Context: an optimization exercise on an open-source flow, tuned for small area, a short achievable clock period and few clock cycles per item. The choices shown serve that exercise and are no tape-out recipe.
At most, simulation tests tie the RTL to the original design; equivalence was not proved.
For runs 2 and 3, only the layout was checked, not whether the RTL still works.
Power is estimated from default activity; no workload was simulated.

## flow/design.v (module list and top-level ports; edited modules follow where they fit)
// module dsp_fa: 10 lines
// module dsp_ha: 9 lines
// module dsp_benc: 16 lines
// module dsp_benca: 17 lines
// module dsp_xg: 10 lines
// module dsp_pg: 11 lines
// module dsp_g: 8 lines
// module dsp_slice_top: 2363 lines
module dsp_slice_top (
    input  logic                 w_CLK,
    input  logic                 RSTALLCARRYIN,
    input  logic                 wb_cyc,
    input  logic                 wb_stb,
    input  logic [103:0]         wb_op,
    output logic                 wb_ack,
    output logic                 res_valid,
    output logic [52:0]          res,
    input  logic                 res_ready
);
  // ...
==> flow/flow/run.sh <==
#!/bin/bash
# The standard layout (standard.sh: the ORFS flow and synthesis), with
# the port buffers made of plain buffers instead of ORFS's default pick.
set -euo pipefail
export BUFFER_PORTS_ARGS="-buffer_cell sky130_fd_sc_hd__buf_4"
bash standard.sh > standard.log 2>&1
==> flow/standard.sh <==
#!/bin/bash
# synth_recipe.tcl (not shown) runs the flow's synth.tcl, then flattens the netlist and writes it again
# the make line also repeats each setting of config.mk as NAME=value (left out here)
make -C /OpenROAD-flow-scripts/flow DESIGN_CONFIG=/design/flow/config.mk WORK_HOME=/design/flow/orfs CLKGATE_MAP_FILE= SYNTH_SCRIPT=/design/flow/synth_recipe.tcl "${@:-finish}"
==> flow/config.mk <==
export PLATFORM = sky130hd
export DESIGN_NAME = dsp_slice_top
export DESIGN_NICKNAME = dsp_slice_top
export VERILOG_FILES = /design/flow/design.v
export SDC_FILE = /design/flow/constraint.sdc
export NUM_CORES = 4
export LEC_CHECK = 0
export CAP_MARGIN = 20
export CORE_MARGIN = 2
export CORE_UTILIZATION = 50
export SETUP_SLACK_MARGIN = 2.5
export SLEW_MARGIN = 20
export SYNTH_HIERARCHICAL = 1
export SYNTH_MINIMUM_KEEP_SIZE = 0
==> flow/constraint.sdc <==
create_clock -name core_clock -period 7.5 [get_ports {w_CLK}]
set_input_delay 1.5000 -clock core_clock [delete_from_list [all_inputs] [get_ports {w_CLK}]]
set_output_delay 1.5000 -clock core_clock [all_outputs]
set_load 0.01 [all_outputs]
==> flow_metrics.env, run 1 <==
export IMPL_clk_latency_ns=0.53
export IMPL_crit_family="adder cells"
export IMPL_antenna_found_initial=0
export IMPL_slowest_delay_ns=0.68
export IMPL_regArea_um2=6340
export IMPL_crit_required_ns=7.78
export IMPL_outcome="finished clean"
export IMPL_wl_met2_mm=34.9
export IMPL_fin_ws_ns=2.59
export IMPL_cts_inserted_buffers=24
export IMPL_die_area_um2=50500
export IMPL_initial_core_util=0.508
export IMPL_finish_utilization=0.563
export IMPL_holdBufCountCts=0
export IMPL_cts_sinks=212
export IMPL_multi_input_area_share=0.640
export IMPL_hold_depth=1
export IMPL_post_route_period_util=0.655
export IMPL_grt_pass1_wl_mm=117
export IMPL_ctsResizeCount=30
export IMPL_dominant_cells="multi-input gates"
export IMPL_seq_power_mw=2.89
export IMPL_die_w_um=225
export IMPL_portBuffers=163
export IMPL_setup_viol=0
export IMPL_pre_cts_slack_ns=1.50
export IMPL_wl_per_cell_um=28.4
export IMPL_power_combinational_mw=9.17
export IMPL_inv_count=46
Testbench counts, summed over its fixed seeds: cycles 18,888, items 16,000.
==> run 2: changes to the inputs <==
--- a/flow/design.v
+++ b/flow/design.v
@@ -209,16 +209,20 @@
     logic bo0;
     logic bt0;
     logic bn0;
     logic bs0;
     logic bo0h;
     logic bt0h;
     logic bn0h;
     logic bs0h;
+    logic bo0m;
+    logic bt0m;
+    logic bn0m;
+    logic bs0m;
     logic pp1;
     logic pp2;
     logic pp3;
     logic pp4;
     logic pp5;
     logic pp6;
     logic pp7;
     logic pp8;
@@ -246,16 +250,20 @@
     logic bo1;
     logic bt1;
     logic bn1;
     logic bs1;
     logic bo1h;
     logic bt1h;
     logic bn1h;
     logic bs1h;
+    logic bo1m;
+    logic bt1m;
+    logic bn1m;
+    logic bs1m;
     logic pp30;
     logic pp31;
     logic pp32;
     logic pp33;
     logic pp34;
     logic pp35;
     logic pp36;
     logic pp37;
@@ -283,16 +291,20 @@
     logic bo2;
     logic bt2;
     logic bn2;
     logic bs2;
     logic bo2h;
     logic bt2h;
     logic bn2h;
     logic bs2h;
+    logic bo2m;
+    logic bt2m;
+    logic bn2m;
+    logic bs2m;
     logic pp59;
     logic pp60;
     logic pp61;
     logic pp62;
     logic pp63;
     logic pp64;
     logic pp65;
     logic pp66;
@@ -320,16 +332,20 @@
     logic bo3;
     logic bt3;
     logic bn3;
     logic bs3;
     logic bo3h;
     logic bt3h;
     logic bn3h;
     logic bs3h;
+    logic bo3m;
+    logic bt3m;
+    logic bn3m;
+    logic bs3m;
     logic pp88;
     logic pp89;
     logic pp90;
     logic pp91;
     logic pp92;
     logic pp93;
     logic pp94;
     logic pp95;
@@ -357,16 +373,20 @@
     logic bo4;
     logic bt4;
     logic bn4;
     logic bs4;
     logic bo4h;
     logic bt4h;
     logic bn4h;
     logic bs4h;
+    logic bo4m;
+    logic bt4m;
+    logic bn4m;
+    logic bs4m;
     logic pp117;
     logic pp118;
     logic pp119;
     logic pp120;
     logic pp121;
     logic pp122;
     logic pp123;
     logic pp124;
@@ -394,16 +414,20 @@
     logic bo5;
     logic bt5;
     logic bn5;
     logic bs5;
     logic bo5h;
     logic bt5h;
     logic bn5h;
     logic bs5h;
+    logic bo5m;
+    logic bt5m;
+    logic bn5m;
+    logic bs5m;
     logic pp146;
     logic pp147;
     logic pp148;
     logic pp149;
     logic pp150;
     logic pp151;
     logic pp152;
     logic pp153;
@@ -431,16 +455,20 @@
     logic bo6;
     logic bt6;
     logic bn6;
     logic bs6;
     logic bo6h;
     logic bt6h;
     logic bn6h;
     logic bs6h;
+    logic bo6m;
+    logic bt6m;
+    logic bn6m;
+    logic bs6m;
     logic pp175;
     logic pp176;
     logic pp177;
     logic pp178;
     logic pp179;
     logic pp180;
     logic pp181;
     logic pp182;
@@ -468,16 +496,20 @@
     logic bo7;
     logic bt7;
     logic bn7;
     logic bs7;
     logic bo7h;
     logic bt7h;
     logic bn7h;
     logic bs7h;
+    logic bo7m;
+    logic bt7m;
+    logic bn7m;
+    logic bs7m;
     logic pp204;
     logic pp205;
     logic pp206;
     logic pp207;
     logic pp208;
     logic pp209;
     logic pp210;
     logic pp211;
@@ -505,16 +537,20 @@
     logic bo8;
     logic bt8;
     logic bn8;
     logic bs8;
     logic bo8h;
     logic bt8h;
     logic bn8h;
     logic bs8h;
+    logic bo8m;
+    logic bt8m;
+    logic bn8m;
+    logic bs8m;
     logic pp233;
     logic pp234;
     logic pp235;
     logic pp236;
     logic pp237;
     logic pp238;
     logic pp239;
     logic pp240;
@@ -964,283 +1000,292 @@
     logic s684;
     logic c685;
     logic s686;
     logic c687;
     logic s688;
     logic c689;
     dsp_benca u_be0 (.x_mult(x_mult), .x_ab(x_ab), .sub(sub), .b1(b[1]), .b0(b[0]), .bm(1'b0), .one(bo0), .two(bt0), .neg(bn0), .sel_ab(bs0));
     dsp_benca u_be0h (.x_mult(x_mult), .x_ab(x_ab), .sub(sub), .b1(b[1]), .b0(b[0]), .bm(1'b0), .one(bo0h), .two(bt0h), .neg(bn0h), .sel_ab(bs0h));
+    dsp_benca u_be0m (.x_mult(x_mult), .x_ab(x_ab), .sub(sub), .b1(b[1]), .b0(b[0]), .bm(1'b0), .one(bo0m), .two(bt0m), .neg(bn0m), .sel_ab(bs0m));
     assign pp1 = ((bo0 & am[0]) | (bs0 & ab[0])) ^ bn0;
     assign pp2 = ((bo0 & am[1]) | (bt0 & am[0]) | (bs0 & ab[1])) ^ bn0;
     assign pp3 = ((bo0 & am[2]) | (bt0 & am[1])) ^ bn0;
     assign pp4 = ((bo0 & am[3]) | (bt0 & am[2])) ^ bn0;
     assign pp5 = ((bo0 & am[4]) | (bt0 & am[3])) ^ bn0;
     assign pp6 = ((bo0 & am[5]) | (bt0 & am[4])) ^ bn0;
     assign pp7 = ((bo0 & am[6]) | (bt0 & am[5])) ^ bn0;
     assign pp8 = ((bo0 & am[7]) | (bt0 & am[6])) ^ bn0;
     assign pp9 = ((bo0 & am[8]) | (bt0 & am[7])) ^ bn0;
     assign pp10 = ((bo0 & am[9]) | (bt0 & am[8])) ^ bn0;
-    assign pp11 = ((bo0 & am[10]) | (bt0 & am[9])) ^ bn0;
-    assign pp12 = ((bo0 & am[11]) | (bt0 & am[10])) ^ bn0;
-    assign pp13 = ((bo0 & am[12]) | (bt0 & am[11])) ^ bn0;
-    assign pp14 = ((bo0 & am[13]) | (bt0 & am[12])) ^ bn0;
-    assign pp15 = ((bo0h & am[14]) | (bt0h & am[13])) ^ bn0h;
-    assign pp16 = ((bo0h & am[15]) | (bt0h & am[14])) ^ bn0h;
-    assign pp17 = ((bo0h & am[16]) | (bt0h & am[15])) ^ bn0h;
-    assign pp18 = ((bo0h & am[17]) | (bt0h & am[16])) ^ bn0h;
-    assign pp19 = ((bo0h & am[18]) | (bt0h & am[17])) ^ bn0h;
+    assign pp11 = ((bo0m & am[10]) | (bt0m & am[9])) ^ bn0m;
+    assign pp12 = ((bo0m & am[11]) | (bt0m & am[10])) ^ bn0m;
+    assign pp13 = ((bo0m & am[12]) | (bt0m & am[11])) ^ bn0m;
+    assign pp14 = ((bo0m & am[13]) | (bt0m & am[12])) ^ bn0m;
+    assign pp15 = ((bo0m & am[14]) | (bt0m & am[13])) ^ bn0m;
+    assign pp16 = ((bo0m & am[15]) | (bt0m & am[14])) ^ bn0m;
+    assign pp17 = ((bo0m & am[16]) | (bt0m & am[15])) ^ bn0m;
+    assign pp18 = ((bo0m & am[17]) | (bt0m & am[16])) ^ bn0m;
+    assign pp19 = ((bo0m & am[18]) | (bt0m & am[17])) ^ bn0m;
     assign pp20 = ((bo0h & am[19]) | (bt0h & am[18])) ^ bn0h;
     assign pp21 = ((bo0h & am[20]) | (bt0h & am[19])) ^ bn0h;
     assign pp22 = ((bo0h & am[21]) | (bt0h & am[20])) ^ bn0h;
     assign pp23 = ((bo0h & am[22]) | (bt0h & am[21])) ^ bn0h;
     assign pp24 = ((bo0h & am[23]) | (bt0h & am[22])) ^ bn0h;
     assign pp25 = ((bo0h & am[24]) | (bt0h & am[23])) ^ bn0h;
     assign pp26 = ((bo0h & am[25]) | (bt0h & am[24])) ^ bn0h;
     assign pp27 = ((bo0h & am[26]) | (bt0h & am[25])) ^ bn0h;
     assign pp28 = ((bo0h & am[26]) | (bt0h & am[26])) ^ bn0h;
     assign ps29 = ~pp28;
     dsp_benca u_be1 (.x_mult(x_mult), .x_ab(x_ab), .sub(sub), .b1(b[3]), .b0(b[2]), .bm(b[1]), .one(bo1), .two(bt1), .neg(bn1), .sel_ab(bs1));
     dsp_benca u_be1h (.x_mult(x_mult), .x_ab(x_ab), .sub(sub), .b1(b[3]), .b0(b[2]), .bm(b[1]), .one(bo1h), .two(bt1h), .neg(bn1h), .sel_ab(bs1h));
+    dsp_benca u_be1m (.x_mult(x_mult), .x_ab(x_ab), .sub(sub), .b1(b[3]), .b0(b[2]), .bm(b[1]), .one(bo1m), .two(bt1m), .neg(bn1m), .sel_ab(bs1m));
     assign pp30 = ((bo1 & am[0]) | (bs1 & ab[2])) ^ bn1;
     assign pp31 = ((bo1 & am[1]) | (bt1 & am[0]) | (bs1 & ab[3])) ^ bn1;
     assign pp32 = ((bo1 & am[2]) | (bt1 & am[1])) ^ bn1;
     assign pp33 = ((bo1 & am[3]) | (bt1 & am[2])) ^ bn1;
     assign pp34 = ((bo1 & am[4]) | (bt1 & am[3])) ^ bn1;
     assign pp35 = ((bo1 & am[5]) | (bt1 & am[4])) ^ bn1;
     assign pp36 = ((bo1 & am[6]) | (bt1 & am[5])) ^ bn1;
     assign pp37 = ((bo1 & am[7]) | (bt1 & am[6])) ^ bn1;
     assign pp38 = ((bo1 & am[8]) | (bt1 & am[7])) ^ bn1;
     assign pp39 = ((bo1 & am[9]) | (bt1 & am[8])) ^ bn1;
-    assign pp40 = ((bo1 & am[10]) | (bt1 & am[9])) ^ bn1;
-    assign pp41 = ((bo1 & am[11]) | (bt1 & am[10])) ^ bn1;
-    assign pp42 = ((bo1 & am[12]) | (bt1 & am[11])) ^ bn1;
-    assign pp43 = ((bo1 & am[13]) | (bt1 & am[12])) ^ bn1;
-    assign pp44 = ((bo1h & am[14]) | (bt1h & am[13])) ^ bn1h;
-    assign pp45 = ((bo1h & am[15]) | (bt1h & am[14])) ^ bn1h;
-    assign pp46 = ((bo1h & am[16]) | (bt1h & am[15])) ^ bn1h;
-    assign pp47 = ((bo1h & am[17]) | (bt1h & am[16])) ^ bn1h;
-    assign pp48 = ((bo1h & am[18]) | (bt1h & am[17])) ^ bn1h;
+    assign pp40 = ((bo1m & am[10]) | (bt1m & am[9])) ^ bn1m;
+    assign pp41 = ((bo1m & am[11]) | (bt1m & am[10])) ^ bn1m;
+    assign pp42 = ((bo1m & am[12]) | (bt1m & am[11])) ^ bn1m;
+    assign pp43 = ((bo1m & am[13]) | (bt1m & am[12])) ^ bn1m;
+    assign pp44 = ((bo1m & am[14]) | (bt1m & am[13])) ^ bn1m;
+    assign pp45 = ((bo1m & am[15]) | (bt1m & am[14])) ^ bn1m;
+    assign pp46 = ((bo1m & am[16]) | (bt1m & am[15])) ^ bn1m;
+    assign pp47 = ((bo1m & am[17]) | (bt1m & am[16])) ^ bn1m;
+    assign pp48 = ((bo1m & am[18]) | (bt1m & am[17])) ^ bn1m;
     assign pp49 = ((bo1h & am[19]) | (bt1h & am[18])) ^ bn1h;
     assign pp50 = ((bo1h & am[20]) | (bt1h & am[19])) ^ bn1h;
     assign pp51 = ((bo1h & am[21]) | (bt1h & am[20])) ^ bn1h;
     assign pp52 = ((bo1h & am[22]) | (bt1h & am[21])) ^ bn1h;
     assign pp53 = ((bo1h & am[23]) | (bt1h & am[22])) ^ bn1h;
     assign pp54 = ((bo1h & am[24]) | (bt1h & am[23])) ^ bn1h;
     assign pp55 = ((bo1h & am[25]) | (bt1h & am[24])) ^ bn1h;
     assign pp56 = ((bo1h & am[26]) | (bt1h & am[25])) ^ bn1h;
     assign pp57 = ((bo1h & am[26]) | (bt1h & am[26])) ^ bn1h;
     assign ps58 = ~pp57;
     dsp_benca u_be2 (.x_mult(x_mult), .x_ab(x_ab), .sub(sub), .b1(b[5]), .b0(b[4]), .bm(b[3]), .one(bo2), .two(bt2), .neg(bn2), .sel_ab(bs2));
     dsp_benca u_be2h (.x_mult(x_mult), .x_ab(x_ab), .sub(sub), .b1(b[5]), .b0(b[4]), .bm(b[3]), .one(bo2h), .two(bt2h), .neg(bn2h), .sel_ab(bs2h));
+    dsp_benca u_be2m (.x_mult(x_mult), .x_ab(x_ab), .sub(sub), .b1(b[5]), .b0(b[4]), .bm(b[3]), .one(bo2m), .two(bt2m), .neg(bn2m), .sel_ab(bs2m));
     assign pp59 = ((bo2 & am[0]) | (bs2 & ab[4])) ^ bn2;
     assign pp60 = ((bo2 & am[1]) | (bt2 & am[0]) | (bs2 & ab[5])) ^ bn2;
     assign pp61 = ((bo2 & am[2]) | (bt2 & am[1])) ^ bn2;
     assign pp62 = ((bo2 & am[3]) | (bt2 & am[2])) ^ bn2;
     assign pp63 = ((bo2 & am[4]) | (bt2 & am[3])) ^ bn2;
     assign pp64 = ((bo2 & am[5]) | (bt2 & am[4])) ^ bn2;
     assign pp65 = ((bo2 & am[6]) | (bt2 & am[5])) ^ bn2;
     assign pp66 = ((bo2 & am[7]) | (bt2 & am[6])) ^ bn2;
     assign pp67 = ((bo2 & am[8]) | (bt2 & am[7])) ^ bn2;
     assign pp68 = ((bo2 & am[9]) | (bt2 & am[8])) ^ bn2;
-    assign pp69 = ((bo2 & am[10]) | (bt2 & am[9])) ^ bn2;
-    assign pp70 = ((bo2 & am[11]) | (bt2 & am[10])) ^ bn2;
-    assign pp71 = ((bo2 & am[12]) | (bt2 & am[11])) ^ bn2;
-    assign pp72 = ((bo2 & am[13]) | (bt2 & am[12])) ^ bn2;
-    assign pp73 = ((bo2h & am[14]) | (bt2h & am[13])) ^ bn2h;
-    assign pp74 = ((bo2h & am[15]) | (bt2h & am[14])) ^ bn2h;
-    assign pp75 = ((bo2h & am[16]) | (bt2h & am[15])) ^ bn2h;
-    assign pp76 = ((bo2h & am[17]) | (bt2h & am[16])) ^ bn2h;
-    assign pp77 = ((bo2h & am[18]) | (bt2h & am[17])) ^ bn2h;
+    assign pp69 = ((bo2m & am[10]) | (bt2m & am[9])) ^ bn2m;
+    assign pp70 = ((bo2m & am[11]) | (bt2m & am[10])) ^ bn2m;
+    assign pp71 = ((bo2m & am[12]) | (bt2m & am[11])) ^ bn2m;
+    assign pp72 = ((bo2m & am[13]) | (bt2m & am[12])) ^ bn2m;
+    assign pp73 = ((bo2m & am[14]) | (bt2m & am[13])) ^ bn2m;
+    assign pp74 = ((bo2m & am[15]) | (bt2m & am[14])) ^ bn2m;
+    assign pp75 = ((bo2m & am[16]) | (bt2m & am[15])) ^ bn2m;
+    assign pp76 = ((bo2m & am[17]) | (bt2m & am[16])) ^ bn2m;
+    assign pp77 = ((bo2m & am[18]) | (bt2m & am[17])) ^ bn2m;
     assign pp78 = ((bo2h & am[19]) | (bt2h & am[18])) ^ bn2h;
     assign pp79 = ((bo2h & am[20]) | (bt2h & am[19])) ^ bn2h;
     assign pp80 = ((bo2h & am[21]) | (bt2h & am[20])) ^ bn2h;
     assign pp81 = ((bo2h & am[22]) | (bt2h & am[21])) ^ bn2h;
     assign pp82 = ((bo2h & am[23]) | (bt2h & am[22])) ^ bn2h;
     assign pp83 = ((bo2h & am[24]) | (bt2h & am[23])) ^ bn2h;
     assign pp84 = ((bo2h & am[25]) | (bt2h & am[24])) ^ bn2h;
     assign pp85 = ((bo2h & am[26]) | (bt2h & am[25])) ^ bn2h;
     assign pp86 = ((bo2h & am[26]) | (bt2h & am[26])) ^ bn2h;
     assign ps87 = ~pp86;
     dsp_benca u_be3 (.x_mult(x_mult), .x_ab(x_ab), .sub(sub), .b1(b[7]), .b0(b[6]), .bm(b[5]), .one(bo3), .two(bt3), .neg(bn3), .sel_ab(bs3));
     dsp_benca u_be3h (.x_mult(x_mult), .x_ab(x_ab), .sub(sub), .b1(b[7]), .b0(b[6]), .bm(b[5]), .one(bo3h), .two(bt3h), .neg(bn3h), .sel_ab(bs3h));
+    dsp_benca u_be3m (.x_mult(x_mult), .x_ab(x_ab), .sub(sub), .b1(b[7]), .b0(b[6]), .bm(b[5]), .one(bo3m), .two(bt3m), .neg(bn3m), .sel_ab(bs3m));
     assign pp88 = ((bo3 & am[0]) | (bs3 & ab[6])) ^ bn3;
     assign pp89 = ((bo3 & am[1]) | (bt3 & am[0]) | (bs3 & ab[7])) ^ bn3;
     assign pp90 = ((bo3 & am[2]) | (bt3 & am[1])) ^ bn3;
     assign pp91 = ((bo3 & am[3]) | (bt3 & am[2])) ^ bn3;
     assign pp92 = ((bo3 & am[4]) | (bt3 & am[3])) ^ bn3;
     assign pp93 = ((bo3 & am[5]) | (bt3 & am[4])) ^ bn3;
     assign pp94 = ((bo3 & am[6]) | (bt3 & am[5])) ^ bn3;
     assign pp95 = ((bo3 & am[7]) | (bt3 & am[6])) ^ bn3;
     assign pp96 = ((bo3 & am[8]) | (bt3 & am[7])) ^ bn3;
     assign pp97 = ((bo3 & am[9]) | (bt3 & am[8])) ^ bn3;
-    assign pp98 = ((bo3 & am[10]) | (bt3 & am[9])) ^ bn3;
-    assign pp99 = ((bo3 & am[11]) | (bt3 & am[10])) ^ bn3;
-    assign pp100 = ((bo3 & am[12]) | (bt3 & am[11])) ^ bn3;
-    assign pp101 = ((bo3 & am[13]) | (bt3 & am[12])) ^ bn3;
-    assign pp102 = ((bo3h & am[14]) | (bt3h & am[13])) ^ bn3h;
-    assign pp103 = ((bo3h & am[15]) | (bt3h & am[14])) ^ bn3h;
-    assign pp104 = ((bo3h & am[16]) | (bt3h & am[15])) ^ bn3h;
-    assign pp105 = ((bo3h & am[17]) | (bt3h & am[16])) ^ bn3h;
-    assign pp106 = ((bo3h & am[18]) | (bt3h & am[17])) ^ bn3h;
+    assign pp98 = ((bo3m & am[10]) | (bt3m & am[9])) ^ bn3m;
+    assign pp99 = ((bo3m & am[11]) | (bt3m & am[10])) ^ bn3m;
+    assign pp100 = ((bo3m & am[12]) | (bt3m & am[11])) ^ bn3m;
+    assign pp101 = ((bo3m & am[13]) | (bt3m & am[12])) ^ bn3m;
+    assign pp102 = ((bo3m & am[14]) | (bt3m & am[13])) ^ bn3m;
+    assign pp103 = ((bo3m & am[15]) | (bt3m & am[14])) ^ bn3m;
+    assign pp104 = ((bo3m & am[16]) | (bt3m & am[15])) ^ bn3m;
+    assign pp105 = ((bo3m & am[17]) | (bt3m & am[16])) ^ bn3m;
+    assign pp106 = ((bo3m & am[18]) | (bt3m & am[17])) ^ bn3m;
     assign pp107 = ((bo3h & am[19]) | (bt3h & am[18])) ^ bn3h;
     assign pp108 = ((bo3h & am[20]) | (bt3h & am[19])) ^ bn3h;
     assign pp109 = ((bo3h & am[21]) | (bt3h & am[20])) ^ bn3h;
     assign pp110 = ((bo3h & am[22]) | (bt3h & am[21])) ^ bn3h;
     assign pp111 = ((bo3h & am[23]) | (bt3h & am[22])) ^ bn3h;
     assign pp112 = ((bo3h & am[24]) | (bt3h & am[23])) ^ bn3h;
     assign pp113 = ((bo3h & am[25]) | (bt3h & am[24])) ^ bn3h;
     assign pp114 = ((bo3h & am[26]) | (bt3h & am[25])) ^ bn3h;
     assign pp115 = ((bo3h & am[26]) | (bt3h & am[26])) ^ bn3h;
     assign ps116 = ~pp115;
     dsp_benca u_be4 (.x_mult(x_mult), .x_ab(x_ab), .sub(sub), .b1(b[9]), .b0(b[8]), .bm(b[7]), .one(bo4), .two(bt4), .neg(bn4), .sel_ab(bs4));
     dsp_benca u_be4h (.x_mult(x_mult), .x_ab(x_ab), .sub(sub), .b1(b[9]), .b0(b[8]), .bm(b[7]), .one(bo4h), .two(bt4h), .neg(bn4h), .sel_ab(bs4h));
+    dsp_benca u_be4m (.x_mult(x_mult), .x_ab(x_ab), .sub(sub), .b1(b[9]), .b0(b[8]), .bm(b[7]), .one(bo4m), .two(bt4m), .neg(bn4m), .sel_ab(bs4m));
     assign pp117 = ((bo4 & am[0]) | (bs4 & ab[8])) ^ bn4;
     assign pp118 = ((bo4 & am[1]) | (bt4 & am[0]) | (bs4 & ab[9])) ^ bn4;
     assign pp119 = ((bo4 & am[2]) | (bt4 & am[1])) ^ bn4;
     assign pp120 = ((bo4 & am[3]) | (bt4 & am[2])) ^ bn4;
     assign pp121 = ((bo4 & am[4]) | (bt4 & am[3])) ^ bn4;
     assign pp122 = ((bo4 & am[5]) | (bt4 & am[4])) ^ bn4;
     assign pp123 = ((bo4 & am[6]) | (bt4 & am[5])) ^ bn4;
     assign pp124 = ((bo4 & am[7]) | (bt4 & am[6])) ^ bn4;
     assign pp125 = ((bo4 & am[8]) | (bt4 & am[7])) ^ bn4;
     assign pp126 = ((bo4 & am[9]) | (bt4 & am[8])) ^ bn4;
-    assign pp127 = ((bo4 & am[10]) | (bt4 & am[9])) ^ bn4;
-    assign pp128 = ((bo4 & am[11]) | (bt4 & am[10])) ^ bn4;
-    assign pp129 = ((bo4 & am[12]) | (bt4 & am[11])) ^ bn4;
-    assign pp130 = ((bo4 & am[13]) | (bt4 & am[12])) ^ bn4;
-    assign pp131 = ((bo4h & am[14]) | (bt4h & am[13])) ^ bn4h;
-    assign pp132 = ((bo4h & am[15]) | (bt4h & am[14])) ^ bn4h;
-    assign pp133 = ((bo4h & am[16]) | (bt4h & am[15])) ^ bn4h;
-    assign pp134 = ((bo4h & am[17]) | (bt4h & am[16])) ^ bn4h;
-    assign pp135 = ((bo4h & am[18]) | (bt4h & am[17])) ^ bn4h;
+    assign pp127 = ((bo4m & am[10]) | (bt4m & am[9])) ^ bn4m;
+    assign pp128 = ((bo4m & am[11]) | (bt4m & am[10])) ^ bn4m;
+    assign pp129 = ((bo4m & am[12]) | (bt4m & am[11])) ^ bn4m;
+    assign pp130 = ((bo4m & am[13]) | (bt4m & am[12])) ^ bn4m;
+    assign pp131 = ((bo4m & am[14]) | (bt4m & am[13])) ^ bn4m;
+    assign pp132 = ((bo4m & am[15]) | (bt4m & am[14])) ^ bn4m;
+    assign pp133 = ((bo4m & am[16]) | (bt4m & am[15])) ^ bn4m;
+    assign pp134 = ((bo4m & am[17]) | (bt4m & am[16])) ^ bn4m;
+    assign pp135 = ((bo4m & am[18]) | (bt4m & am[17])) ^ bn4m;
     assign pp136 = ((bo4h & am[19]) | (bt4h & am[18])) ^ bn4h;
     assign pp137 = ((bo4h & am[20]) | (bt4h & am[19])) ^ bn4h;
     assign pp138 = ((bo4h & am[21]) | (bt4h & am[20])) ^ bn4h;
     assign pp139 = ((bo4h & am[22]) | (bt4h & am[21])) ^ bn4h;
     assign pp140 = ((bo4h & am[23]) | (bt4h & am[22])) ^ bn4h;
     assign pp141 = ((bo4h & am[24]) | (bt4h & am[23])) ^ bn4h;
     assign pp142 = ((bo4h & am[25]) | (bt4h & am[24])) ^ bn4h;
     assign pp143 = ((bo4h & am[26]) | (bt4h & am[25])) ^ bn4h;
     assign pp144 = ((bo4h & am[26]) | (bt4h & am[26])) ^ bn4h;
     assign ps145 = ~pp144;
     dsp_benca u_be5 (.x_mult(x_mult), .x_ab(x_ab), .sub(sub), .b1(b[11]), .b0(b[10]), .bm(b[9]), .one(bo5), .two(bt5), .neg(bn5), .sel_ab(bs5));
     dsp_benca u_be5h (.x_mult(x_mult), .x_ab(x_ab), .sub(sub), .b1(b[11]), .b0(b[10]), .bm(b[9]), .one(bo5h), .two(bt5h), .neg(bn5h), .sel_ab(bs5h));
+    dsp_benca u_be5m (.x_mult(x_mult), .x_ab(x_ab), .sub(sub), .b1(b[11]), .b0(b[10]), .bm(b[9]), .one(bo5m), .two(bt5m), .neg(bn5m), .sel_ab(bs5m));
     assign pp146 = ((bo5 & am[0]) | (bs5 & ab[10])) ^ bn5;
     assign pp147 = ((bo5 & am[1]) | (bt5 & am[0]) | (bs5 & ab[11])) ^ bn5;
     assign pp148 = ((bo5 & am[2]) | (bt5 & am[1])) ^ bn5;
     assign pp149 = ((bo5 & am[3]) | (bt5 & am[2])) ^ bn5;
     assign pp150 = ((bo5 & am[4]) | (bt5 & am[3])) ^ bn5;
     assign pp151 = ((bo5 & am[5]) | (bt5 & am[4])) ^ bn5;
     assign pp152 = ((bo5 & am[6]) | (bt5 & am[5])) ^ bn5;
     assign pp153 = ((bo5 & am[7]) | (bt5 & am[6])) ^ bn5;
     assign pp154 = ((bo5 & am[8]) | (bt5 & am[7])) ^ bn5;
     assign pp155 = ((bo5 & am[9]) | (bt5 & am[8])) ^ bn5;
-    assign pp156 = ((bo5 & am[10]) | (bt5 & am[9])) ^ bn5;
-    assign pp157 = ((bo5 & am[11]) | (bt5 & am[10])) ^ bn5;
-    assign pp158 = ((bo5 & am[12]) | (bt5 & am[11])) ^ bn5;
-    assign pp159 = ((bo5 & am[13]) | (bt5 & am[12])) ^ bn5;
-    assign pp160 = ((bo5h & am[14]) | (bt5h & am[13])) ^ bn5h;
-    assign pp161 = ((bo5h & am[15]) | (bt5h & am[14])) ^ bn5h;
-    assign pp162 = ((bo5h & am[16]) | (bt5h & am[15])) ^ bn5h;
-    assign pp163 = ((bo5h & am[17]) | (bt5h & am[16])) ^ bn5h;
-    assign pp164 = ((bo5h & am[18]) | (bt5h & am[17])) ^ bn5h;
+    assign pp156 = ((bo5m & am[10]) | (bt5m & am[9])) ^ bn5m;
+    assign pp157 = ((bo5m & am[11]) | (bt5m & am[10])) ^ bn5m;
+    assign pp158 = ((bo5m & am[12]) | (bt5m & am[11])) ^ bn5m;
+    assign pp159 = ((bo5m & am[13]) | (bt5m & am[12])) ^ bn5m;
+    assign pp160 = ((bo5m & am[14]) | (bt5m & am[13])) ^ bn5m;
+    assign pp161 = ((bo5m & am[15]) | (bt5m & am[14])) ^ bn5m;
+    assign pp162 = ((bo5m & am[16]) | (bt5m & am[15])) ^ bn5m;
+    assign pp163 = ((bo5m & am[17]) | (bt5m & am[16])) ^ bn5m;
+    assign pp164 = ((bo5m & am[18]) | (bt5m & am[17])) ^ bn5m;
     assign pp165 = ((bo5h & am[19]) | (bt5h & am[18])) ^ bn5h;
     assign pp166 = ((bo5h & am[20]) | (bt5h & am[19])) ^ bn5h;
     assign pp167 = ((bo5h & am[21]) | (bt5h & am[20])) ^ bn5h;
     assign pp168 = ((bo5h & am[22]) | (bt5h & am[21])) ^ bn5h;
     assign pp169 = ((bo5h & am[23]) | (bt5h & am[22])) ^ bn5h;
     assign pp170 = ((bo5h & am[24]) | (bt5h & am[23])) ^ bn5h;
     assign pp171 = ((bo5h & am[25]) | (bt5h & am[24])) ^ bn5h;
     assign pp172 = ((bo5h & am[26]) | (bt5h & am[25])) ^ bn5h;
     assign pp173 = ((bo5h & am[26]) | (bt5h & am[26])) ^ bn5h;
     assign ps174 = ~pp173;
     dsp_benca u_be6 (.x_mult(x_mult), .x_ab(x_ab), .sub(sub), .b1(b[13]), .b0(b[12]), .bm(b[11]), .one(bo6), .two(bt6), .neg(bn6), .sel_ab(bs6));
     dsp_benca u_be6h (.x_mult(x_mult), .x_ab(x_ab), .sub(sub), .b1(b[13]), .b0(b[12]), .bm(b[11]), .one(bo6h), .two(bt6h), .neg(bn6h), .sel_ab(bs6h));
+    dsp_benca u_be6m (.x_mult(x_mult), .x_ab(x_ab), .sub(sub), .b1(b[13]), .b0(b[12]), .bm(b[11]), .one(bo6m), .two(bt6m), .neg(bn6m), .sel_ab(bs6m));
     assign pp175 = ((bo6 & am[0]) | (bs6 & ab[12])) ^ bn6;
     assign pp176 = ((bo6 & am[1]) | (bt6 & am[0]) | (bs6 & ab[13])) ^ bn6;
     assign pp177 = ((bo6 & am[2]) | (bt6 & am[1])) ^ bn6;
     assign pp178 = ((bo6 & am[3]) | (bt6 & am[2])) ^ bn6;
     assign pp179 = ((bo6 & am[4]) | (bt6 & am[3])) ^ bn6;
     assign pp180 = ((bo6 & am[5]) | (bt6 & am[4])) ^ bn6;
     assign pp181 = ((bo6 & am[6]) | (bt6 & am[5])) ^ bn6;
     assign pp182 = ((bo6 & am[7]) | (bt6 & am[6])) ^ bn6;
     assign pp183 = ((bo6 & am[8]) | (bt6 & am[7])) ^ bn6;
     assign pp184 = ((bo6 & am[9]) | (bt6 & am[8])) ^ bn6;
-    assign pp185 = ((bo6 & am[10]) | (bt6 & am[9])) ^ bn6;
-    assign pp186 = ((bo6 & am[11]) | (bt6 & am[10])) ^ bn6;
-    assign pp187 = ((bo6 & am[12]) | (bt6 & am[11])) ^ bn6;
-    assign pp188 = ((bo6 & am[13]) | (bt6 & am[12])) ^ bn6;
-    assign pp189 = ((bo6h & am[14]) | (bt6h & am[13])) ^ bn6h;
-    assign pp190 = ((bo6h & am[15]) | (bt6h & am[14])) ^ bn6h;
-    assign pp191 = ((bo6h & am[16]) | (bt6h & am[15])) ^ bn6h;
-    assign pp192 = ((bo6h & am[17]) | (bt6h & am[16])) ^ bn6h;
-    assign pp193 = ((bo6h & am[18]) | (bt6h & am[17])) ^ bn6h;
+    assign pp185 = ((bo6m & am[10]) | (bt6m & am[9])) ^ bn6m;
+    assign pp186 = ((bo6m & am[11]) | (bt6m & am[10])) ^ bn6m;
+    assign pp187 = ((bo6m & am[12]) | (bt6m & am[11])) ^ bn6m;
+    assign pp188 = ((bo6m & am[13]) | (bt6m & am[12])) ^ bn6m;
+    assign pp189 = ((bo6m & am[14]) | (bt6m & am[13])) ^ bn6m;
+    assign pp190 = ((bo6m & am[15]) | (bt6m & am[14])) ^ bn6m;
+    assign pp191 = ((bo6m & am[16]) | (bt6m & am[15])) ^ bn6m;
+    assign pp192 = ((bo6m & am[17]) | (bt6m & am[16])) ^ bn6m;
+    assign pp193 = ((bo6m & am[18]) | (bt6m & am[17])) ^ bn6m;
     assign pp194 = ((bo6h & am[19]) | (bt6h & am[18])) ^ bn6h;
     assign pp195 = ((bo6h & am[20]) | (bt6h & am[19])) ^ bn6h;
     assign pp196 = ((bo6h & am[21]) | (bt6h & am[20])) ^ bn6h;
     assign pp197 = ((bo6h & am[22]) | (bt6h & am[21])) ^ bn6h;
     assign pp198 = ((bo6h & am[23]) | (bt6h & am[22])) ^ bn6h;
     assign pp199 = ((bo6h & am[24]) | (bt6h & am[23])) ^ bn6h;
     assign pp200 = ((bo6h & am[25]) | (bt6h & am[24])) ^ bn6h;
     assign pp201 = ((bo6h & am[26]) | (bt6h & am[25])) ^ bn6h;
     assign pp202 = ((bo6h & am[26]) | (bt6h & am[26])) ^ bn6h;
     assign ps203 = ~pp202;
     dsp_benca u_be7 (.x_mult(x_mult), .x_ab(x_ab), .sub(sub), .b1(b[15]), .b0(b[14]), .bm(b[13]), .one(bo7), .two(bt7), .neg(bn7), .sel_ab(bs7));
     dsp_benca u_be7h (.x_mult(x_mult), .x_ab(x_ab), .sub(sub), .b1(b[15]), .b0(b[14]), .bm(b[13]), .one(bo7h), .two(bt7h), .neg(bn7h), .sel_ab(bs7h));
+    dsp_benca u_be7m (.x_mult(x_mult), .x_ab(x_ab), .sub(sub), .b1(b[15]), .b0(b[14]), .bm(b[13]), .one(bo7m), .two(bt7m), .neg(bn7m), .sel_ab(bs7m));
     assign pp204 = ((bo7 & am[0]) | (bs7 & ab[14])) ^ bn7;
     assign pp205 = ((bo7 & am[1]) | (bt7 & am[0]) | (bs7 & ab[15])) ^ bn7;
     assign pp206 = ((bo7 & am[2]) | (bt7 & am[1])) ^ bn7;
     assign pp207 = ((bo7 & am[3]) | (bt7 & am[2])) ^ bn7;
     assign pp208 = ((bo7 & am[4]) | (bt7 & am[3])) ^ bn7;
     assign pp209 = ((bo7 & am[5]) | (bt7 & am[4])) ^ bn7;
     assign pp210 = ((bo7 & am[6]) | (bt7 & am[5])) ^ bn7;
     assign pp211 = ((bo7 & am[7]) | (bt7 & am[6])) ^ bn7;
     assign pp212 = ((bo7 & am[8]) | (bt7 & am[7])) ^ bn7;
     assign pp213 = ((bo7 & am[9]) | (bt7 & am[8])) ^ bn7;
-    assign pp214 = ((bo7 & am[10]) | (bt7 & am[9])) ^ bn7;
-    assign pp215 = ((bo7 & am[11]) | (bt7 & am[10])) ^ bn7;
-    assign pp216 = ((bo7 & am[12]) | (bt7 & am[11])) ^ bn7;
-    assign pp217 = ((bo7 & am[13]) | (bt7 & am[12])) ^ bn7;
-    assign pp218 = ((bo7h & am[14]) | (bt7h & am[13])) ^ bn7h;
-    assign pp219 = ((bo7h & am[15]) | (bt7h & am[14])) ^ bn7h;
-    assign pp220 = ((bo7h & am[16]) | (bt7h & am[15])) ^ bn7h;
-    assign pp221 = ((bo7h & am[17]) | (bt7h & am[16])) ^ bn7h;
-    assign pp222 = ((bo7h & am[18]) | (bt7h & am[17])) ^ bn7h;
+    assign pp214 = ((bo7m & am[10]) | (bt7m & am[9])) ^ bn7m;
+    assign pp215 = ((bo7m & am[11]) | (bt7m & am[10])) ^ bn7m;
+    assign pp216 = ((bo7m & am[12]) | (bt7m & am[11])) ^ bn7m;
+    assign pp217 = ((bo7m & am[13]) | (bt7m & am[12])) ^ bn7m;
+    assign pp218 = ((bo7m & am[14]) | (bt7m & am[13])) ^ bn7m;
+    assign pp219 = ((bo7m & am[15]) | (bt7m & am[14])) ^ bn7m;
+    assign pp220 = ((bo7m & am[16]) | (bt7m & am[15])) ^ bn7m;
+    assign pp221 = ((bo7m & am[17]) | (bt7m & am[16])) ^ bn7m;
+    assign pp222 = ((bo7m & am[18]) | (bt7m & am[17])) ^ bn7m;
     assign pp223 = ((bo7h & am[19]) | (bt7h & am[18])) ^ bn7h;
     assign pp224 = ((bo7h & am[20]) | (bt7h & am[19])) ^ bn7h;
     assign pp225 = ((bo7h & am[21]) | (bt7h & am[20])) ^ bn7h;
     assign pp226 = ((bo7h & am[22]) | (bt7h & am[21])) ^ bn7h;
     assign pp227 = ((bo7h & am[23]) | (bt7h & am[22])) ^ bn7h;
     assign pp228 = ((bo7h & am[24]) | (bt7h & am[23])) ^ bn7h;
     assign pp229 = ((bo7h & am[25]) | (bt7h & am[24])) ^ bn7h;
     assign pp230 = ((bo7h & am[26]) | (bt7h & am[25])) ^ bn7h;
     assign pp231 = ((bo7h & am[26]) | (bt7h & am[26])) ^ bn7h;
     assign ps232 = ~pp231;
     dsp_benca u_be8 (.x_mult(x_mult), .x_ab(x_ab), .sub(sub), .b1(b[17]), .b0(b[16]), .bm(b[15]), .one(bo8), .two(bt8), .neg(bn8), .sel_ab(bs8));
     dsp_benca u_be8h (.x_mult(x_mult), .x_ab(x_ab), .sub(sub), .b1(b[17]), .b0(b[16]), .bm(b[15]), .one(bo8h), .two(bt8h), .neg(bn8h), .sel_ab(bs8h));
+    dsp_benca u_be8m (.x_mult(x_mult), .x_ab(x_ab), .sub(sub), .b1(b[17]), .b0(b[16]), .bm(b[15]), .one(bo8m), .two(bt8m), .neg(bn8m), .sel_ab(bs8m));
     assign pp233 = ((bo8 & am[0]) | (bs8 & ab[16])) ^ bn8;
     assign pp234 = ((bo8 & am[1]) | (bt8 & am[0]) | (bs8 & ab[17])) ^ bn8;
     assign pp235 = ((bo8 & am[2]) | (bt8 & am[1]) | (bs8 & ab[18])) ^ bn8;
     assign pp236 = ((bo8 & am[3]) | (bt8 & am[2]) | (bs8 & ab[19])) ^ bn8;
     assign pp237 = ((bo8 & am[4]) | (bt8 & am[3]) | (bs8 & ab[20])) ^ bn8;
     assign pp238 = ((bo8 & am[5]) | (bt8 & am[4]) | (bs8 & ab[21])) ^ bn8;
     assign pp239 = ((bo8 & am[6]) | (bt8 & am[5]) | (bs8 & ab[22])) ^ bn8;
     assign pp240 = ((bo8 & am[7]) | (bt8 & am[6]) | (bs8 & ab[23])) ^ bn8;
     assign pp241 = ((bo8 & am[8]) | (bt8 & am[7]) | (bs8 & ab[24])) ^ bn8;
     assign pp242 = ((bo8 & am[9]) | (bt8 & am[8]) | (bs8 & ab[25])) ^ bn8;
-    assign pp243 = ((bo8 & am[10]) | (bt8 & am[9]) | (bs8 & ab[26])) ^ bn8;
-    assign pp244 = ((bo8 & am[11]) | (bt8 & am[10]) | (bs8 & ab[27])) ^ bn8;
-    assign pp245 = ((bo8 & am[12]) | (bt8 & am[11]) | (bs8 & ab[28])) ^ bn8;
-    assign pp246 = ((bo8 & am[13]) | (bt8 & am[12]) | (bs8 & ab[29])) ^ bn8;
-    assign pp247 = ((bo8h & am[14]) | (bt8h & am[13]) | (bs8h & ab[30])) ^ bn8h;
-    assign pp248 = ((bo8h & am[15]) | (bt8h & am[14]) | (bs8h & ab[31])) ^ bn8h;
-    assign pp249 = ((bo8h & am[16]) | (bt8h & am[15]) | (bs8h & ab[32])) ^ bn8h;
-    assign pp250 = ((bo8h & am[17]) | (bt8h & am[16]) | (bs8h & ab[33])) ^ bn8h;
-    assign pp251 = ((bo8h & am[18]) | (bt8h & am[17]) | (bs8h & ab[34])) ^ bn8h;
+    assign pp243 = ((bo8m & am[10]) | (bt8m & am[9]) | (bs8m & ab[26])) ^ bn8m;
+    assign pp244 = ((bo8m & am[11]) | (bt8m & am[10]) | (bs8m & ab[27])) ^ bn8m;
+    assign pp245 = ((bo8m & am[12]) | (bt8m & am[11]) | (bs8m & ab[28])) ^ bn8m;
+    assign pp246 = ((bo8m & am[13]) | (bt8m & am[12]) | (bs8m & ab[29])) ^ bn8m;
+    assign pp247 = ((bo8m & am[14]) | (bt8m & am[13]) | (bs8m & ab[30])) ^ bn8m;
+    assign pp248 = ((bo8m & am[15]) | (bt8m & am[14]) | (bs8m & ab[31])) ^ bn8m;
+    assign pp249 = ((bo8m & am[16]) | (bt8m & am[15]) | (bs8m & ab[32])) ^ bn8m;
+    assign pp250 = ((bo8m & am[17]) | (bt8m & am[16]) | (bs8m & ab[33])) ^ bn8m;
+    assign pp251 = ((bo8m & am[18]) | (bt8m & am[17]) | (bs8m & ab[34])) ^ bn8m;
     assign pp252 = ((bo8h & am[19]) | (bt8h & am[18]) | (bs8h & ab[35])) ^ bn8h;
     assign pp253 = ((bo8h & am[20]) | (bt8h & am[19]) | (bs8h & ab[36])) ^ bn8h;
     assign pp254 = ((bo8h & am[21]) | (bt8h & am[20]) | (bs8h & ab[37])) ^ bn8h;
     assign pp255 = ((bo8h & am[22]) | (bt8h & am[21]) | (bs8h & ab[38])) ^ bn8h;
     assign pp256 = ((bo8h & am[23]) | (bt8h & am[22]) | (bs8h & ab[39])) ^ bn8h;
     assign pp257 = ((bo8h & am[24]) | (bt8h & am[23]) | (bs8h & ab[40])) ^ bn8h;
     assign pp258 = ((bo8h & am[25]) | (bt8h & am[24]) | (bs8h & ab[41])) ^ bn8h;
     assign pp259 = ((bo8h & am[26]) | (bt8h & am[25]) | (bs8h & ab[42])) ^ bn8h;
==> flow/flow/run.sh (replaced) <==
#!/bin/bash
# The standard layout (standard.sh: the ORFS flow and synthesis), with
# the port buffers made of plain buffers instead of ORFS's default pick.
set -euo pipefail
export BUFFER_PORTS_ARGS="-buffer_cell sky130_fd_sc_hd__buf_2"
bash standard.sh > standard.log 2>&1
==> run 2 against run 1 <==
Against the previous run:
- core utilization shrank 1.2 points
- non-clock buffer count shrank 11
- die area grew 2.1%
- final area is essentially flat
- largest cell class unchanged
==> flow_metrics.env, run 2 <==
export IMPL_clk_path_buf_depth=3
export IMPL_finalSetupTns_ns=0
export IMPL_hpwl_mm=56.3
export IMPL_slew_violations=0
export IMPL_fillCellCount=4285
export IMPL_fp_dieH_um=227
export IMPL_diodes=0
export IMPL_drive_gt1_frac=0.137
export IMPL_leakagePower_nw=11.5
export IMPL_relSlewSlack=0.441
export IMPL_cp_start_kind="input pin"
export IMPL_cts_sinks=212
export IMPL_vias=17800
export IMPL_design_area_um2=27000
export IMPL_syn2layout_area_growth_pct=8.65
export IMPL_hold_path_class="reg -> reg"
export IMPL_grt_pass1_vias=17800
export IMPL_critPathMaxFanout=20
export IMPL_outcome="finished clean"
export IMPL_fin_hold_ws_ns=0.542
export IMPL_fin_crit_ns=4.92
export IMPL_power_density_nw_per_um2=485
export IMPL_multiInputGateArea_um2=17800
export IMPL_cts_tree="yes"
export IMPL_finalClockSkew_ns=0.0237
export IMPL_switching_share=0.459
export IMPL_detail_route_antenna_nets=0
export IMPL_p_clk_frac=0.088
export IMPL_portBuffers=163
export IMPL_setup_viol=0
export IMPL_rsz0062_at_grt="false"
export IMPL_wl_met1_mm=34.2
export IMPL_seq_power_share=0.218
export IMPL_root_buffer="clkbuf_16"
export IMPL_die_area_um2=51500
export IMPL_route_met3_wl_mm=6.46
export IMPL_gp_congestion=1.02
export IMPL_antenna_found_initial=0
export IMPL_arrival_ns=5.17
export IMPL_finish_utilization=0.551
export IMPL_initial_core_util=0.507
export IMPL_wl_met2_mm=34.5
export IMPL_intPower_mw=7.10
export IMPL_path_class="in -> reg"
export IMPL_power_frac_comb=0.694
export IMPL_routed_top_layer="met4"
export IMPL_die_w_um=227
export IMPL_holdBufCountCts=0
export IMPL_ys_warn_count=7
export IMPL_wl_mm=76.8
export IMPL_wl_per_cell_um=26.9
export IMPL_core_area_um2=49100
export IMPL_reg_largest_list="q0 (50), q1 (50)"
export IMPL_dr_pass1_iters=7
export IMPL_endpoint_kind="flip-flop"
export IMPL_crit_required_ns=7.76
export IMPL_viasPerCell=6.25
export IMPL_h_tree_depth=1
export IMPL_grt_pass1_wl_mm=114
export IMPL_post_route_period_util=0.655
export IMPL_cap_violations=0
export IMPL_nets=2690
export IMPL_num_rows=81
export IMPL_cts_inserted_buffers=22
export IMPL_power_mw=13.1
export IMPL_fmax_ghz=0.203
export IMPL_max_vdd_ir_drop_mv=0.319
export IMPL_regArea_um2=6340
export IMPL_path_clk_slew_ns=0.07
export IMPL_grt_start_max_net_pins=87
export IMPL_clk_latency_ns=0.54
export IMPL_grt_usage=0.296
export IMPL_mostFrequentLayoutCells="292 x xnor2_1, 289 x fa_1, 226 x a22oi_1"
export IMPL_drt_iter0_markers=2039
export IMPL_synth_area_um2=24900
export IMPL_route_detailed_drc=0
export IMPL_syn_inst=2150
export IMPL_grt_ovfl_total=0
export IMPL_syn_avg_cell_area_um2=11.6
export IMPL_p_switching_mw=6.02
export IMPL_finalHoldViolCount=0
export IMPL_ios=164
export IMPL_place_area_um2=26100
export IMPL_final_common_cell="xnor2_1"
export IMPL_worst_pin_slew_ns=0.839
## run 2: area by class of cell
cell class,instances,area share
Sequential cell,212,0.234
Clock inverter,16,0.00616
Timing Repair Buffer,191,0.0404
Clock buffer,24,0.0214
Inverter,46,0.00639
Tap cell,664,0.0307
Multi-Input combinational cell,1703,0.660
## run 2: critical path: stages
cell and delay, ns:
buf_2 0.41, or3b_1 0.42, a21boi_2 0.39, a22oi_1 0.16, xnor2_1 0.43, fa_1 0.52, fa_2 0.38, fa_1 0.52
fa_1 0.42
## run 2: timing repair
action / CTS / global route
gates cloned: 3 / 2
endpoints found under the setup margin: 47 / 40
hold endpoints to repair: 0 / 0
setup buffers: 5 / 1
pin swaps: 0 / 1
resized for setup: 6 / 13
## run 2: final timing paths
path | start | end | slack, ns | cells past startpoint
worst max-delay path | wb_op[65] | q1[20] | 2.58 | 9
worst max register to register | q_sub | co_q | 2.62 | 17
worst min register to register | q_pz | pdp_q | 0.54 | 1
worst min-delay path | q_pz | pdp_q | 0.54 | 1
## run 2: stage by stage
stage | setup slack [ns] | std cells
after CTS | 2.52 | 2853
after detailed placement | 1.60 | 2805
after global placement | 1.72 | 2805
final | 2.58 | 2856
after floorplan | 2.43 | 2158
after global routing | 2.50 | 2856
## run 2: metal layers
metal	track usage	vias to the layer above
li1	-	7718
met1	0.440	9158
met2	0.459	881
met3	0.0407	87
met4	0.0689	0
met5	0	-
## run 2: power groups by stage
stage / clock, mW / combinational [mW] / sequential, mW
floorplan: 0 / 6.53 / 2.65
global placement: 0 / 8.73 / 2.88
detailed placement: 0 / 8.96 / 2.88
CTS: 1.18 / 9.05 / 2.86
global route: 1.21 / 10.0 / 2.88
finish: 1.16 / 9.11 / 2.85
==> run 3: changes to the inputs <==
--- a/flow/config.mk
+++ b/flow/config.mk
@@ -9,5 +9,5 @@
 export CORE_MARGIN = 2
 export CORE_UTILIZATION = 50
-export SETUP_SLACK_MARGIN = 2.5
+export SETUP_SLACK_MARGIN = 2.7
 export SLEW_MARGIN = 20
 export SYNTH_HIERARCHICAL = 1
==> run 3 against run 2 <==
Against the previous run:
- critical path type unchanged
- sequential power hardly changed
- largest power group unchanged
- wire length is 3.8% higher
- fmax is 3.7% higher
- non-clock buffer count is 7 higher
- clock-buffer cell count stayed put
- sequential share of layout area is 0.51 points lower
==> flow_metrics.env, run 3 <==
export IMPL_fin_crit_ns=4.74
export IMPL_route_detailed_drc=0
export IMPL_cts_inserted_buffers=22
export IMPL_arrival_ns=5.01
export IMPL_portBuffers=163
export IMPL_nets=2696
export IMPL_endpoint_kind="flip-flop"
export IMPL_grt_pass1_vias=17900
export IMPL_syn_avg_cell_area_um2=11.6
export IMPL_place_area_um2=26300
export IMPL_gp_congestion=1.01
export IMPL_worst_pin_slew_ns=0.848
export IMPL_power_density_nw_per_um2=498
export IMPL_mostFrequentLayoutCells="293 x xnor2_1, 247 x fa_1, 211 x a22oi_1"
export IMPL_grt_ovfl_total=0
export IMPL_synth_area_um2=24900
export IMPL_core_area_um2=49100
export IMPL_root_buffer="clkbuf_16"
export IMPL_wl_mm=79.7
export IMPL_max_vdd_ir_drop_mv=0.319
export IMPL_ys_warn_count=7
export IMPL_finalHoldViolCount=0
export IMPL_relSlewSlack=0.435
export IMPL_vias=18200
export IMPL_num_rows=81
export IMPL_wl_per_cell_um=27.9
export IMPL_finish_utilization=0.563
export IMPL_grt_start_max_net_pins=85
export IMPL_post_route_period_util=0.632
export IMPL_fin_hold_ws_ns=0.558
export IMPL_power_mw=13.8
export IMPL_syn_inst=2150
export IMPL_cp_start_kind="input pin"
export IMPL_clk_latency_ns=0.54
export IMPL_rsz0062_at_grt="true"
export IMPL_clk_path_buf_depth=3
export IMPL_fp_dieH_um=227
export IMPL_setup_viol=0
export IMPL_drt_iter0_markers=2291
export IMPL_hpwl_mm=56.9
export IMPL_cts_tree="yes"
export IMPL_drive_gt1_frac=0.184
export IMPL_finalClockSkew_ns=0.0226
export IMPL_ios=164
export IMPL_syn2layout_area_growth_pct=11.1
export IMPL_finalSetupTns_ns=0
export IMPL_leakagePower_nw=11.5
export IMPL_cap_violations=0
export IMPL_critPathMaxFanout=12
export IMPL_cts_sinks=212
export IMPL_dr_pass1_iters=9
export IMPL_outcome="finished clean"
export IMPL_reg_largest_list="q0 (50), q1 (50)"
export IMPL_path_class="in -> reg"
export IMPL_grt_usage=0.303
export IMPL_viasPerCell=6.34
export IMPL_path_clk_slew_ns=0.07
export IMPL_initial_core_util=0.507
export IMPL_die_area_um2=51500
export IMPL_detail_route_antenna_nets=0
export IMPL_crit_required_ns=7.77
export IMPL_slew_violations=0
export IMPL_final_common_cell="xnor2_1"
export IMPL_die_w_um=227
export IMPL_design_area_um2=27600
export IMPL_fmax_ghz=0.211
export IMPL_h_tree_depth=1
export IMPL_antenna_found_initial=1
export IMPL_hold_path_class="reg -> reg"
export IMPL_grt_pass1_wl_mm=115
-- run 3: area by class of cell --
type / count / area [um^2]
timing repair buffer: 198 / 1240
multi-input combinational: 1702 / 18400
inverter: 46 / 173
tap: 664 / 831
antenna: 1 / 2.50
clock inverter: 14 / 113
sequential: 212 / 6340
fill: 4208 / 21400
clock buffer: 24 / 579
-- run 3: report_power, final --
group / leakage (nW) / switching, mW / total (mW) / internal, mW
clock: 0.331 / 0.487 / 1.08 / 0.596
combinational: 9.00 / 5.24 / 9.83 / 4.59
sequential: 2.21 / 0.517 / 2.86 / 2.34
-- run 3: through the flow --
step           std cells  worst slack (ns)
6_report            2861              2.76
5_1_grt             2861              2.62
4_1_cts             2850              2.69
3_5_place_dp        2803              1.71
3_3_place_gp        2803              1.77
2_1_floorplan       2158              2.43
-- run 3: path summary, 6_finish.rpt --
kind                            startpoint  endpoint  slack, ns  depth (start not counted)
worst min register to register        q_pz    pbdp_q       0.56                          1
worst min-delay path                  q_pz    pbdp_q       0.56                          1
worst max register to register       q_sub      co_q       2.76                         19
worst max-delay path             wb_op[73]    q1[18]       2.76                          9
-- run 3: critical path: stages --
cell      delay (ns)
buf_2           0.33
or3b_1          0.45
a21boi_4        0.38
a222oi_1        0.17
xnor2_1         0.30
fa_2            0.50
fa_2            0.40
fa_2            0.55
fa_1            0.40
-- run 3: metal layers --
layer,vias to the layer above,share of wire,track usage
met5,-,0,0
met4,0,0.031,0.0831
met3,130,0.086,0.0311
met2,998,0.45,0.473
met1,9290,0.43,0.451
li1,7733,-,-
-- run 3: what timing repair did --
item / 4_1_cts / 5_1_grt
hold buffers: 0 / 0
gates cloned: 3 / 3
gates resized for setup: 22 / 72
setup endpoints to repair: 81 / 45
pin swaps: 2 / 14
buffers inserted: 6 / 7

[re-timing with driven ports]
Ports are ideal in the flow. The routed layouts listed here were re-timed in OpenROAD.
Step 1 sets driving cells, clkbuf_16 on the clock port and buf_2 on the other inputs (assumed; they add their load-dependent delay and slew).
Step 2, shift: input delay + t, output delay - t, t = (earliest + latest rising clock arrival at the registers) / 2. This alone moves slack from input paths to output paths.
Slacks: ideal / step 1 / step 2; pairs: ideal / step 1.
run	t (ns)	setup slack, ns	worst setup path at the end	slew at the worst register clock pin (ns)	worst data-port slew with drivers (ns)
run 1	0.582	2.591 / 2.619 / 2.037	input to register	0.07 / 0.07	0.05
run 2	0.579	2.584 / 2.616 / 2.039	input to register	0.07 / 0.07	0.06
run 3	0.579	2.760 / 2.760 / 2.212	input to register	0.08 / 0.08	0.08
After both steps setup and hold are still met in every run listed. The setup slack of run 1, which loses most, moves by +0.028 ns with the drivers and by -0.554 ns with both steps.
